Background: an optimization exercise with open tools, aiming at a short achievable clock period and few clock cycles per item. Do not read the settings as production practice.
For this run, only the layout was checked, not whether the RTL still works.
Power and IR drop assume default switching activity.

## config.mk

```make
export PLATFORM = sky130hd
export DESIGN_NAME = vft_top
export DESIGN_NICKNAME = vft_top
export VERILOG_FILES = /design/flow/design.v
export SDC_FILE = /design/flow/constraint.sdc
export NUM_CORES = 4
export LEC_CHECK = 0
export CAP_MARGIN = 20
export CORE_MARGIN = 2
export CORE_UTILIZATION = 40
export SLEW_MARGIN = 20
```

## constraint.sdc

```tcl
create_clock -name core_clock -period 8.0 [get_ports {clk_i}]
set_input_delay 1.6000 -clock core_clock [delete_from_list [all_inputs] [get_ports {clk_i}]]
set_output_delay 1.6000 -clock core_clock [all_outputs]
set_load 0.01 [all_outputs]
```

## design.v

```verilog
package vft_pkg;
  localparam logic OP_COUNT = 1'b0;
  localparam logic OP_READ  = 1'b1;
  localparam logic [2:0] ST_NEW         = 3'd0;
  localparam logic [2:0] ST_INCREMENTED = 3'd1;
  localparam logic [2:0] ST_FULL        = 3'd2;
  localparam logic [2:0] ST_READ_OK     = 3'd3;
  localparam logic [2:0] ST_UNUSED      = 3'd4;
  localparam logic [31:0] COUNT_MAX = 32'hFFFF_FFFF;
  typedef struct packed {
    logic               operation;
    logic signed [31:0] value;
    logic        [3:0]  index;
  } vft_in_t;
  typedef struct packed {
    logic signed [31:0] entry_value;
    logic        [31:0] entry_count;
    logic        [2:0]  status;
    logic        [4:0]  used_entries;
  } vft_out_t;
  typedef struct packed {
    logic [31:0] value;
    logic [31:0] count;
  } vft_entry_t;
  typedef enum logic [2:0] {
    S_IDLE,
    S_SCAN,
    S_APPEND,
    S_RDWAIT,
    S_DONE
  } vft_state_e;
endpackage
module value_frequency_table_core #(
  parameter int ENTRIES = 16
) (
  input  logic        clk_i,
  input  logic        rst_ni,
  input  logic        in_valid_i,
  output logic        in_ready_o,
  input  logic [36:0] in_data_i,
  output logic        out_valid_o,
  input  logic        out_ready_i,
  output logic [71:0] out_data_o
);
  localparam int N    = ENTRIES;
  localparam int FW   = $clog2(N + 1);
  localparam int SKID = 4;            
  localparam int CAP  = SKID + 1;     
  localparam int SW   = $clog2(SKID);
  localparam int CW   = $clog2(CAP + 1);
  logic [N-1:0][31:0] tv_q;       
  logic [N-1:0][31:0] tc_q;       
  logic [N-1:0]       valid_q;    
  logic [N-1:0]       slot_q;     
  logic               full_q;     
  logic [FW-1:0]      fill_q;
  logic        in_ready_q;
  logic        i_vld_q;
  logic [36:0] i_data_q;
  always_ff @(posedge clk_i or negedge rst_ni) begin
    if (!rst_ni) begin
      i_vld_q <= 1'b0;
    end else begin
      i_vld_q <= in_valid_i & in_ready_q;
    end
  end
  always_ff @(posedge clk_i) begin
    i_data_q <= in_data_i;
  end
  logic        u_vld_q;
  logic        u_op_q;
  logic [31:0] u_val_q;
  logic [3:0]  u_idx_q;
  logic [N-1:0] hit_q;
  logic        u_new;
  logic         i_cnt;
  logic [31:0]  i_val;
  logic [N-1:0] eq_w;
  logic         byp_w;
  logic [N-1:0] hit_d;
  assign i_cnt = i_vld_q & (i_data_q[36] == vft_pkg::OP_COUNT);
  assign i_val = i_data_q[35:4];
  always_comb begin
    for (int k = 0; k < N; k++) begin
      eq_w[k] = valid_q[k] & (tv_q[k] == i_val);
    end
    byp_w = u_new & (u_val_q == i_val);
    for (int k = 0; k < N; k++) begin
      hit_d[k] = i_cnt & (eq_w[k] | (byp_w & slot_q[k]));
    end
  end
  always_ff @(posedge clk_i or negedge rst_ni) begin
    if (!rst_ni) begin
      u_vld_q <= 1'b0;
      hit_q   <= '0;
    end else begin
      u_vld_q <= i_vld_q;
      hit_q   <= hit_d;
    end
  end
  always_ff @(posedge clk_i) begin
    u_op_q  <= i_data_q[36];
    u_val_q <= i_val;
    u_idx_q <= i_data_q[3:0];
  end
  logic         u_anyhit;
  logic         u_cnt;
  logic         u_rd;
  logic         u_rdok;
  logic [N-1:0] u_idx_dec;
  logic [N-1:0] sel_d;
  logic [2:0]   status_d;
  assign u_anyhit = |hit_q;
  assign u_cnt    = u_vld_q & (u_op_q == vft_pkg::OP_COUNT);
  assign u_rd     = u_vld_q & (u_op_q == vft_pkg::OP_READ);
  assign u_new    = u_cnt & ~u_anyhit & ~full_q;
  assign u_rdok   = valid_q[u_idx_q];
  always_comb begin
    for (int k = 0; k < N; k++) begin
      u_idx_dec[k] = (u_idx_q == k[3:0]);
      sel_d[k] = hit_q[k] | (u_new & slot_q[k]) | (u_rd & valid_q[k] & u_idx_dec[k]);
    end
    if (u_op_q == vft_pkg::OP_READ) begin
      status_d = u_rdok ? vft_pkg::ST_READ_OK : vft_pkg::ST_UNUSED;
    end else if (u_anyhit) begin
      status_d = vft_pkg::ST_INCREMENTED;
    end else begin
      status_d = full_q ? vft_pkg::ST_FULL : vft_pkg::ST_NEW;
    end
  end
  for (genvar k = 0; k < N; k++) begin : g_entry
    always_ff @(posedge clk_i) begin
      if (slot_q[k]) begin
        tv_q[k] <= u_val_q;
        tc_q[k] <= 32'd1;
      end else if (hit_q[k] && (tc_q[k] != vft_pkg::COUNT_MAX)) begin
        tc_q[k] <= tc_q[k] + 32'd1;
      end
    end
  end
  always_ff @(posedge clk_i or negedge rst_ni) begin
    if (!rst_ni) begin
      valid_q <= '0;
      slot_q  <= N'(1);
      full_q  <= 1'b0;
      fill_q  <= '0;
    end else if (u_new) begin
      valid_q <= valid_q | slot_q;
      slot_q  <= {slot_q[N-2:0], 1'b0};
      full_q  <= slot_q[N-1];
      fill_q  <= fill_q + FW'(1);
    end
  end
  logic         r_vld_q;
  logic         r_rd_q;
  logic [N-1:0] r_sel_q;
  logic [2:0]   r_status_q;
  logic [31:0]  r_val_q;
  always_ff @(posedge clk_i or negedge rst_ni) begin
    if (!rst_ni) begin
      r_vld_q <= 1'b0;
    end else begin
      r_vld_q <= u_vld_q;
    end
  end
  always_ff @(posedge clk_i) begin
    r_rd_q     <= u_op_q;
    r_sel_q    <= sel_d;
    r_status_q <= status_d;
    r_val_q    <= u_val_q;
  end
  logic [31:0] r_vmux;
  logic [31:0] r_cmux;
  logic [71:0] res_w;
  always_comb begin
    r_vmux = '0;
    r_cmux = '0;
    for (int k = 0; k < N; k++) begin
      r_vmux = r_vmux | ({32{r_sel_q[k]}} & tv_q[k]);
      r_cmux = r_cmux | ({32{r_sel_q[k]}} & tc_q[k]);
    end
  end
  assign res_w = {(r_rd_q ? r_vmux : r_val_q), r_cmux, r_status_q, 5'(fill_q)};
  logic              ov_q;
  logic [71:0]       head_q;
  logic [SKID-1:0][71:0] skid_q;
  logic [SW-1:0]     rp_q, wp_q;
  logic [CW-1:0]     sc_q;
  logic              head_ld, skid_empty, push, pop;
  assign head_ld    = ~ov_q | out_ready_i;
  assign skid_empty = (sc_q == '0);
  assign push       = r_vld_q & ~(head_ld & skid_empty);
  assign pop        = head_ld & ~skid_empty;
  always_ff @(posedge clk_i or negedge rst_ni) begin
    if (!rst_ni) begin
      ov_q <= 1'b0;
      rp_q <= '0;
      wp_q <= '0;
      sc_q <= '0;
    end else begin
      if (head_ld) begin
        ov_q <= ~skid_empty | r_vld_q;
      end
      if (pop)  rp_q <= rp_q + SW'(1);
      if (push) wp_q <= wp_q + SW'(1);
      sc_q <= sc_q + CW'(push) - CW'(pop);
    end
  end
  always_ff @(posedge clk_i) begin
    if (head_ld) begin
      head_q <= skid_empty ? res_w : skid_q[rp_q];
    end
    for (int s = 0; s < SKID; s++) begin
      if (r_vld_q && (wp_q == SW'(s))) begin
        skid_q[s] <= res_w;
      end
    end
  end
  assign out_valid_o = ov_q;
  assign out_data_o  = head_q;
  logic [CW-1:0] cred_q;
  logic          acc, take;
  assign acc  = in_valid_i & in_ready_q;
  assign take = ov_q & out_ready_i;
  always_ff @(posedge clk_i or negedge rst_ni) begin
    if (!rst_ni) begin
      cred_q     <= '0;
      in_ready_q <= 1'b1;
    end else begin
      cred_q <= cred_q + CW'(acc) - CW'(take);
      if (acc && !take) begin
        in_ready_q <= (32'(cred_q) + 1 < CAP);
      end else if (!acc && take) begin
        in_ready_q <= 1'b1;
      end else begin
        in_ready_q <= (32'(cred_q) < CAP);
      end
    end
  end
  assign in_ready_o = in_ready_q;
endmodule
module vft_top (
  input  logic        clk_i,
  input  logic        rst_ni,
  input  logic        in_valid_i,
  output logic        in_ready_o,
  input  logic [36:0] in_data_i,
  output logic        out_valid_o,
  input  logic        out_ready_i,
  output logic [71:0] out_data_o
);
  value_frequency_table_core #(
    .ENTRIES (16)
  ) u_core (
    .clk_i       (clk_i),
    .rst_ni      (rst_ni),
    .in_valid_i  (in_valid_i),
    .in_ready_o  (in_ready_o),
    .in_data_i   (in_data_i),
    .out_valid_o (out_valid_o),
    .out_ready_i (out_ready_i),
    .out_data_o  (out_data_o)
  );
endmodule
```

## run.sh

```bash
#!/bin/bash
# synth_recipe.tcl (not shown) runs the flow's synth.tcl, then flattens the netlist and writes it again
# the make line also repeats each setting of config.mk as NAME=value (left out here)
make -C /OpenROAD-flow-scripts/flow DESIGN_CONFIG=/design/flow/config.mk WORK_HOME=/design/flow/orfs CLKGATE_MAP_FILE= SYNTH_SCRIPT=/design/flow/synth_recipe.tcl finish
```

==> run notes <==
==> critical path: stages (launching register included) <==
cell and delay [ns]:
dfxtp_1 1.07, xnor2_1 0.35, nand4_1 0.15, nor4_1 0.79, nand4_1 0.94, o22ai_1 0.48
==> layer usage <==
layer  up-vias  global-route usage
li1      24189                   -
met1     28660               0.413
met2      4011               0.413
met3       735               0.103
met4        22               0.129
met5         -                   0
==> layout by cell type (no fill, tap or decap), drive strengths merged, types with 119 or more instances in the layout <==
master	count
edfxtp	872
dfxtp	638
xor2	395
nand2	376
xnor2	340
nor2	336
nand4	272
a21oi	263
clkbuf	243
a22o	220
a221oi	220
nand3	214
o21ai	178
or3	166
nor4	160
inv	119
==> worst paths after layout <==
path | endpoint | slack, ns | depth (start not counted)
worst max-delay path | u_core.hit_q[14] | 4.09 | 5
worst min-delay path | u_core.u_op_q | 0.36 | 0
worst max register to register | u_core.hit_q[14] | 4.09 | 5
worst min register to register | u_core.u_op_q | 0.36 | 0
max in group asynchronous | u_core.slot_q[15] | 6.22 | 2
min in group asynchronous | u_core.rp_q[1] | 0.66 | 1
==> synthesized netlist by cell type, drive strengths merged, types with 58 or more instances <==
cell	number	area share
edfxtp	872	0.36
dfxtp	638	0.18
xor2	395	0.048
nand2	376	0.020
xnor2	340	0.041
nor2	336	0.018
clkbuf	274	0.014
nand4	272	0.024
a21oi	263	0.018
a221oi	220	0.027
a22o	220	0.027
nand3	214	0.015
o21ai	178	0.012
or3	166	0.014
nor4	160	0.015
inv	111	0.0058
or4	111	0.012
buf	88	0.0050
and3	83	0.0072
o31ai	80	0.0086
mux2	76	0.012
mux4	76	0.024
a22oi	72	0.0075
and4	69	0.0084
dfrtp	67	0.023
nor3	58	0.0042
==> layout make-up <==
type	instances	area, um^2
clock inverters	79	855
well taps	2355	2950
inverters	112	422
fillers	16256	97100
clock buffers	239	4860
diodes	8	20.0
repair buffers	222	1980
multi-input cells	4191	29700
flip-flops and latches	1579	40800
==> state kept, by name (all words and copies together) (netlist names), 4 cells and up <==
name	count
u_core.tv_q	512
u_core.valid_q	16
u_core.r_val_q	32
u_core.i_data_q	37
u_core.head_q	72
u_core.hit_q	16
u_core.r_sel_q	16
u_core.slot_q	16
u_core.u_val_q	32
u_core.u_idx_q	4
u_core.skid_q	288
u_core.tc_q	512
u_core.fill_q	5
==> power groups by stage <==
stage	clock network, W	logic, W	registers (W)
final	0.00813	0.000455	0.00865
after global routing	0.00853	0.000453	0.00865
after CTS	0.00821	0.000425	0.00865
after detailed placement	0	0.000423	0.00882
after global placement	0	0.000423	0.00882
after floorplan	0	0.000199	0.00879
==> cell families after synthesis <==
family	after synthesis	share of synthesized area
buffers and inverters	475	0.0252
multiplexers	169	0.0380
adder cells (fa/ha/maj)	29	0.00525
flip-flops	1579	0.565
AO/OA/AOI/OAI	1278	0.128
XOR/XNOR	735	0.0894
AND/OR/NAND/NOR	1980	0.149
==> stage by stage <==
step | hold WS [ns] | utilization | std cells | instance area (um^2) | power, W
detailed placement | 0.348 | 0.423 | 8453 | 75600 | 0.00925
global placement | 0.337 | 0.423 | 8452 | 75600 | 0.00925
CTS | 0.358 | 0.455 | 8771 | 81300 | 0.0173
finish | 0.358 | 0.456 | 8785 | 81500 | 0.0172
global route | 0.371 | 0.456 | 8778 | 81500 | 0.0176
floorplan | 0.310 | - | 6245 | 72000 | 0.00899
==> impl_metrics.env <==
export IMPL_slew_headroom=0.0469
export IMPL_timing_rr_start="u_core.i_data_q[16]"
export IMPL_root_buffer="clkbuf_16"
export IMPL_critical_path_arrival_ns=4.64
export IMPL_num_vias=57617
export IMPL_gp_congestion=1.07
export IMPL_switchingPower_w=0.00384
export IMPL_drc=0
export IMPL_combinationalPowerShare=0.026
export IMPL_internal_power_w=0.0134
export IMPL_hold_violations=0
export IMPL_wl_met3_um=39200
export IMPL_drtIter0Drc=9650
export IMPL_ctsHoldBuffers=0
export IMPL_start_util=0.403
export IMPL_async_flop_share=0.0437
export IMPL_clk_latency_ns=0.84
export IMPL_fp_dieH_um=428
export IMPL_die_w_um=428
export IMPL_layout_drive_gt1_share=0.0997
export IMPL_rsz0062_at_grt="no"
export IMPL_pwr_density_cell_nw_per_um2=212
export IMPL_wl_met2_um=114000
export IMPL_tightest_slew_ns=1.42
export IMPL_hpwl_um=198000
export IMPL_grt_pass1_vias=51833
export IMPL_synth_warning_count=1
export IMPL_crit_path_start_kind="register"
export IMPL_grt_pass1_wl_um=392000
export IMPL_min_period_over_period=0.489
export IMPL_viasPerCell=6.56
export IMPL_slew_violations=0
export IMPL_irDropWorstVdd_uv=226
export IMPL_p_sw_frac=0.223
export IMPL_cts_resized=0
export IMPL_fin_crit_ns=3.91
export IMPL_cp_startpoint="u_core.i_data_q[16]"
export IMPL_endpoint_kind="register"
export IMPL_clk_pin_slew_ns=0.06
export IMPL_clock_sinks=1579
export IMPL_yosysSeqAreaShare=0.565
export IMPL_drt_met1_wl_um=115000
export IMPL_synth_main_ff_cell="edfxtp_1"
export IMPL_max_freq_mhz=256
export IMPL_area_growth_pct=13.2
export IMPL_critical_path_class="reg2reg"
export IMPL_firstDrtPassIters=8
export IMPL_min_from="u_core.i_data_q[36]"
export IMPL_maxCapViolCount=0
export IMPL_grt_antenna_before_repair=20
export IMPL_cts_path_max_buffers=3
export IMPL_grt_ovfl_total=0
export IMPL_ant_nets=0
export IMPL_synth_edff_count=872
export IMPL_pin_count=115
export IMPL_core_um2=179000
export IMPL_finalSetupViolations=0
export IMPL_numPortBuffers=114
export IMPL_nNetsFinal=6348
export IMPL_avgRoutedWirePerCell_um=32.2
export IMPL_grt_max_degree=75
export IMPL_grt_usage=0.296
export IMPL_seq_power_share=0.502
export IMPL_wirelength_um=283000
export IMPL_rows=155
export IMPL_clockPowerShare=0.472
export IMPL_htree_levels=4
export IMPL_cts_tree="yes"
export IMPL_cellLeakagePower_nw=27.0
export IMPL_fin_tns_setup_ns=0
export IMPL_hold_path_class="reg2reg"
export IMPL_top_layer_used="met5"
export IMPL_fin_skew_ns=0.0489
export IMPL_cts_buffers=172
export IMPL_synthesis_area_um2=72000
export IMPL_status="timing/DRC/antenna clean"
export IMPL_yosysUniqueCellTypes=81
export IMPL_pre_cts_ws_ns=4.18
export IMPL_ys_seq_elements=1579
export IMPL_synth_net_count=6315
export IMPL_post_cts_setup_buffers=0
export IMPL_syn_inst=6245
export IMPL_syn_avg_cell_area_um2=11.5
export IMPL_cp_data_required_time_ns=8.72
export IMPL_cp_max_fo=18
export IMPL_setup_slack_ns=4.09
export IMPL_die_area_um2=183000

-- port drivers added, routing unchanged --
In the flow no input, the clock included, has a driving cell. The finished layout below was timed again as built, in two steps. Step 1, drivers: a clkbuf_16 drives clk_i and a buf_2 each remaining input, both assumed. Step 2 adds t to the input delays and takes it off the output delays; t is the mean of the earliest and latest rising clock arrival at the registers after step 1. Input paths then give back, and output paths get back, about the clock's delay inside the block. Slacks: ideal ports / drivers / drivers and shift; pairs: ideal ports / drivers.
t, ns: 0.903
setup WS [ns]: 4.088 / 4.088 / 4.088
latest minus earliest clock arrival (ns): 0.051 / 0.051
cell pins on the clock port's net: 1
After both steps setup and hold are still met in this run. For this run, drivers alone change the setup slack by 0.000 ns; drivers and shift together by 0.000 ns.
